Background: an optimization exercise with open tools, aiming at small area, a short achievable clock period and few clock cycles per item. Do not read the settings as production practice.
At most, simulation tests tie the RTL to the original design; equivalence was not proved.
No activity file was given, so power comes from the tool's default toggle rates.

==> flow/design.v (excerpt) <==
module sliding_window_frame_detector_unit (
    input  logic                        clk,
    input  logic                        rst_n,
    input  logic                        in_valid,
    output logic                        in_stall,
    input  logic [7:0]                  rx_byte,
    output logic                        out_valid,
    input  logic                        out_stall,
    output logic                        frame_found,
    output logic [7:0]                  frame_address,
    output logic                        has_word,
    output logic [swfd_pkg::WIDX_W-1:0] word_index,
    output logic [15:0]                 data_word,
    output logic                        last,
    input  logic                        cfg_we,
    input  logic [swfd_pkg::CFG_W-1:0]  cfg_wdata
);
Size in the first run: about 500 flip-flops, ~51 I/O pins, ~20,000 um2 of cells after synthesis.
clock: 6.0 ns
lec_check: 0
abc_clock_period_in_ps: 2500
cap_margin: 20
core_margin: 2
core_utilization: 40
cts_cluster_diameter: 120
cts_cluster_size: 24
setup_slack_margin: 3.65
slew_margin: 20
standard.sh (not shown) runs the stock make flow with config.mk's settings and CLKGATE_MAP_FILE= SYNTH_SCRIPT=/design/flow/synth_recipe.tcl, a recipe that flattens the netlist after the stock synthesis.
==> flow/flow/run.sh <==
#!/bin/bash
# The standard layout (standard synthesis included), with plain buffers on the ports
# instead of the delay cells the placer picks by default.
set -euo pipefail
bash standard.sh "BUFFER_PORTS_ARGS=-buffer_cell sky130_fd_sc_hd__buf_4" finish > make_finish.log 2>&1
Testbench counts at the start, summed over its fixed seeds: cycles 27,879, bytes 24,469.
Edit:
--- a/flow/design.v
+++ b/flow/design.v
@@ -93,13 +93,12 @@
     logic [swfd_pkg::CFG_W-1:0] word_count_reg;
     logic [CW-1:0]              n_cap;
     assign n_cap = (word_count_reg > 5'(MW)) ? CW'(MW) : CW'(word_count_reg);
     logic          h_v;
     logic [7:0]    h_b;
     logic [CW-1:0] h_n;
-    logic [WIW-1:0] h_m;             
     logic          h_zero;           
     logic          h_type;           
     logic          in_stall_reg;
     logic          accept;
     logic          consume_ok;
     logic          consume;
@@ -239,13 +238,13 @@
     logic            nd_sp, nd_good, nd_hasw, nd_last;
     logic [WIW-1:0]  nd_m;
     assign nd_sp   = trig;
     assign nd_good = trk_good;
     assign nd_hasw = trk_good && (h_n != '0);
     assign nd_last = !nd_hasw || (h_n == CW'(1));
-    assign nd_m    = h_m;
+    assign nd_m    = WIW'(h_n - CW'(1));
     logic replay_reg;
     assign replay     = replay_reg;
     assign replay_end = replay && (rc == '0);
     assign rp_hasw    = trk_good && (s_n != '0);
     assign consume_ok = !r1_v && !(r0_v && (r0_sp || !r0_last));
     assign out_take   = !out_valid || !out_stall;
@@ -420,13 +419,12 @@
     always_ff @(posedge clk)
     begin
         if (accept)
         begin
             h_b    <= rx_byte;
             h_n    <= n_cap;
-            h_m    <= WIW'(n_cap - CW'(1));
             h_zero <= (rx_byte == swfd_pkg::MARKER);
             h_type <= (rx_byte == swfd_pkg::FRAME_TYPE);
         end
         tn_h <= (tn_nx == h_n_nx);
         tn_s <= (tn_nx == s_n_nx);
         if (step)
- first-iteration DRC count decreases by 16%
- global-route usage decreases by 0.20 points
- utilization decreases by 0.18 points
- count of clock-buffer cells in the layout decreases by 2
- setup slack barely changes
- wire length hardly moves
- worst hold slack got worse by 4.7 ps
- total power decreases by 0.85%
- cell area decreases by about 0.4%
- synthesized area stays flat
- fmax stays flat
Testbench counts after the change, summed over its fixed seeds: cycles 27,879, bytes 24,469.

* * *

build 59:
Starting RTL as in the previous note.
export LEC_CHECK = 0
export ABC_CLOCK_PERIOD_IN_PS = 2500
export CAP_MARGIN = 20
export CORE_MARGIN = 2
export CORE_UTILIZATION = 40
export CTS_CLUSTER_DIAMETER = 120
export CTS_CLUSTER_SIZE = 24
export SETUP_SLACK_MARGIN = 3.5
export SLEW_MARGIN = 20
create_clock -name core_clock -period 6.0 [get_ports {clk}]
Scripts as last shown in full above: flow/flow/run.sh
Every stage of the flow completed for build 59, and the final layout passed the timing, DRC and antenna checks.
Testbench counts of build 59, summed over its fixed seeds: cycles 27,879, bytes 24,469.
Changes in trial 76 relative to build 59:
diff --git a/flow/design.v b/flow/design.v
--- a/flow/design.v
+++ b/flow/design.v
@@ -90,19 +90,18 @@
     localparam int CW  = swfd_pkg::CNT_W;
     localparam int WIW = swfd_pkg::WIDX_W;
     localparam int MW  = swfd_pkg::MAX_WORDS;
     logic [swfd_pkg::CFG_W-1:0] word_count_reg;
     logic [CW-1:0]              n_cap;
     assign n_cap = (word_count_reg > 5'(MW)) ? CW'(MW) : CW'(word_count_reg);
     logic          h_v;
     logic [7:0]    h_b;
     logic [CW-1:0] h_n;
-    logic [WIW-1:0] h_m;             
     logic          h_zero;           
     logic          h_type;           
     logic          in_stall_reg;
     logic          accept;
     logic          consume_ok;
     logic          consume;
     assign in_stall = in_stall_reg;
     assign accept   = in_valid && !in_stall_reg;
     assign consume  = h_v && consume_ok;
@@ -220,56 +219,52 @@
     logic          u_end;
     logic          u_keep;
     logic          trig;
     logic          moved;            
     assign u_end  = u_v && (u_rem == PW'(1));
     assign u_keep = u_v && !u_end;
     assign trig   = h_zero && hz[0] && !trk_good && (u_end || (wide_cnt != '0));
     assign moved  = tv && tchk_h && (hdr || trig);
     logic            r0_v, r0_sp, r0_good, r0_hasw, r0_last, r0_sh, r0_first;
-    logic [MW-1:0]   r0_oh;          
+    logic [WIW-1:0]  r0_m;           
     logic            r1_v, r1_sp, r1_good, r1_hasw, r1_last;
     logic [WIW-1:0]  r1_m;
     logic            out_take;
     logic            r0_issue;
     logic            r0_free;        
     logic            replay_end;
     logic            rp_hasw;
     logic [15:0]     pair0;
     logic [15:0]     word;
     logic            nd_sp, nd_good, nd_hasw, nd_last;
     logic [WIW-1:0]  nd_m;
     assign nd_sp   = trig;
     assign nd_good = trk_good;
     assign nd_hasw = trk_good && (h_n != '0);
     assign nd_last = !nd_hasw || (h_n == CW'(1));
-    assign nd_m    = h_m;
+    assign nd_m    = WIW'(h_n - CW'(1));
     logic replay_reg;
     assign replay     = replay_reg;
     assign replay_end = replay && (rc == '0);
     assign rp_hasw    = trk_good && (s_n != '0);
     assign consume_ok = !r1_v && !(r0_v && (r0_sp || !r0_last));
     assign out_take   = !out_valid || !out_stall;
     assign r0_issue   = out_take && r0_v && !r0_sp;
     assign r0_free    = !r0_v || (r0_issue && r0_last);
     assign pair0 = r0_sh ? {hist[5], hist[6]} : {hist[4], hist[5]};
     always_comb
     begin
-        word = r0_oh[0] ? pair0 : 16'h0000;
+        word = (r0_m == '0) ? pair0 : 16'h0000;
         for (int m = 1; m < MW; m++)
         begin
-            word = word | (r0_oh[m] ? {hist[2*m+4], hist[2*m+5]} : 16'h0000);
+            word = word | ((r0_m == WIW'(m)) ? {hist[2*m+4], hist[2*m+5]} : 16'h0000);
         end
     end
-    function automatic logic [MW-1:0] onehot(input logic [WIW-1:0] m);
-        onehot = '0;
-        onehot[m] = 1'b1;
-    endfunction
     logic r0_v_n, r0_sp_n, r0_last_n, r1_v_n, h_v_n;
     always_comb
     begin
         r0_v_n    = r0_v;
         r0_sp_n   = r0_sp;
         r0_last_n = r0_last;
         r1_v_n    = r1_v;
         if (r0_free)
         begin
@@ -293,19 +288,19 @@
         end
         else
         begin
             if (consume)
             begin
                 r1_v_n = 1'b1;
             end
             if (r0_issue)
             begin
-                r0_last_n = r0_oh[1];
+                r0_last_n = (r0_m == WIW'(1));
             end
             else if (replay_end)
             begin
                 r0_sp_n   = 1'b0;
                 r0_last_n = !rp_hasw || (s_n == CW'(1));
             end
         end
         h_v_n = accept || (h_v && !consume);
     end
@@ -325,19 +320,19 @@
                 busy_n = consume && (maybe_trig || (maybe_good && h_n > CW'(1)));
             end
         end
         else if (r1_v || consume)
         begin
             busy_n = 1'b1;
         end
         else if (r0_issue)
         begin
-            busy_n = !r0_oh[1];
+            busy_n = (r0_m != WIW'(1));
         end
         else if (replay_end)
         begin
             busy_n = tv && t_is[0] && tn_s && s_n > CW'(1);
         end
         else
         begin
             busy_n = r0_sp || !r0_last;
         end
@@ -417,19 +412,18 @@
             end
         end
     end
     always_ff @(posedge clk)
     begin
         if (accept)
         begin
             h_b    <= rx_byte;
             h_n    <= n_cap;
-            h_m    <= WIW'(n_cap - CW'(1));
             h_zero <= (rx_byte == swfd_pkg::MARKER);
             h_type <= (rx_byte == swfd_pkg::FRAME_TYPE);
         end
         tn_h <= (tn_nx == h_n_nx);
         tn_s <= (tn_nx == s_n_nx);
         if (step)
         begin
             rp_zero <= (hist[HD-2] == swfd_pkg::MARKER);
             rp_type <= (hist[HD-2] == swfd_pkg::FRAME_TYPE);
@@ -478,40 +472,40 @@
         begin
             r0_sh    <= 1'b0;
             r0_first <= 1'b1;
             if (r1_v)
             begin
                 r0_sp   <= r1_sp;
                 r0_good <= r1_good;
                 r0_hasw <= r1_hasw;
                 r0_last <= r1_last;
-                r0_oh   <= onehot(r1_m);
+                r0_m    <= r1_m;
             end
             else
             begin
                 r0_sp   <= nd_sp;
                 r0_good <= nd_good;
                 r0_hasw <= nd_hasw;
                 r0_last <= nd_last;
-                r0_oh   <= onehot(nd_m);
+                r0_m    <= nd_m;
             end
         end
         else
         begin
             if (consume)
             begin
                 r0_sh <= 1'b1;
             end
             if (r0_issue)
             begin
                 r0_first <= 1'b0;
-                r0_last  <= r0_oh[1];
-                r0_oh    <= r0_oh >> 1;
+                r0_last  <= (r0_m == WIW'(1));
+                r0_m     <= r0_m - WIW'(1);
             end
             else if (replay_end)
             begin
                 r0_sp   <= 1'b0;
                 r0_good <= trk_good;
                 r0_hasw <= rp_hasw;
                 r0_last <= !rp_hasw || (s_n == CW'(1));
             end
         end
Results
- When the final numbers for trial 76 and build 59 were put side by side, the global-route usage turned out to be smaller in build 59.
- Taking build 59 as the reference point, the power density of the placed cells of trial 76 rises by 1.6%.
- Trial 76 vs build 59 — post-route total power rose about 2.6%.
- Number of cells in the finished layout apart from fillers ends up higher on trial 76.
- Taking build 59 as the reference, in trial 76 relative contribution of the clock network to total power decreased by 0.7 points relative to the old numbers, met1 track demand over resource has increased.
For trial 76, only the layout was checked, not whether the RTL still works.

## static timing again, ports no longer ideal
The flow's constraints put no driver on any port. The routed layouts listed below were extracted and timed again, unchanged, in two steps. Step 1, drivers: a clkbuf_16 drives clk and a buf_2 each remaining input, both assumed. Step 2 times the ports against the registers' clock, not the clock port: input delays grow and output delays shrink by t, the midpoint of the rising clock arrivals with the driver on. a / b / c = ideal / step 1 / step 2; a / b = the first two.
run	shift t [ns]	setup WS [ns]	worst setup path after step 2	latest minus earliest clock arrival (ns)	pins driven straight from the clock port
the first run of note 1	0.621	3.673 / 3.619 / 3.133	input to register	0.023 / 0.023	1
the second run of note 1	0.619	3.676 / 3.622 / 3.248	input to register	0.024 / 0.025	1
build 59	0.629	3.612 / 3.555 / 3.067	input to register	0.029 / 0.029	1
trial 76	0.619	3.495 / 3.495 / 3.119	input to register	0.033 / 0.032	1
After both steps setup and hold are still met in every run listed. For build 59, which loses most, drivers alone change the setup slack by -0.057 ns; drivers and shift together by -0.545 ns.
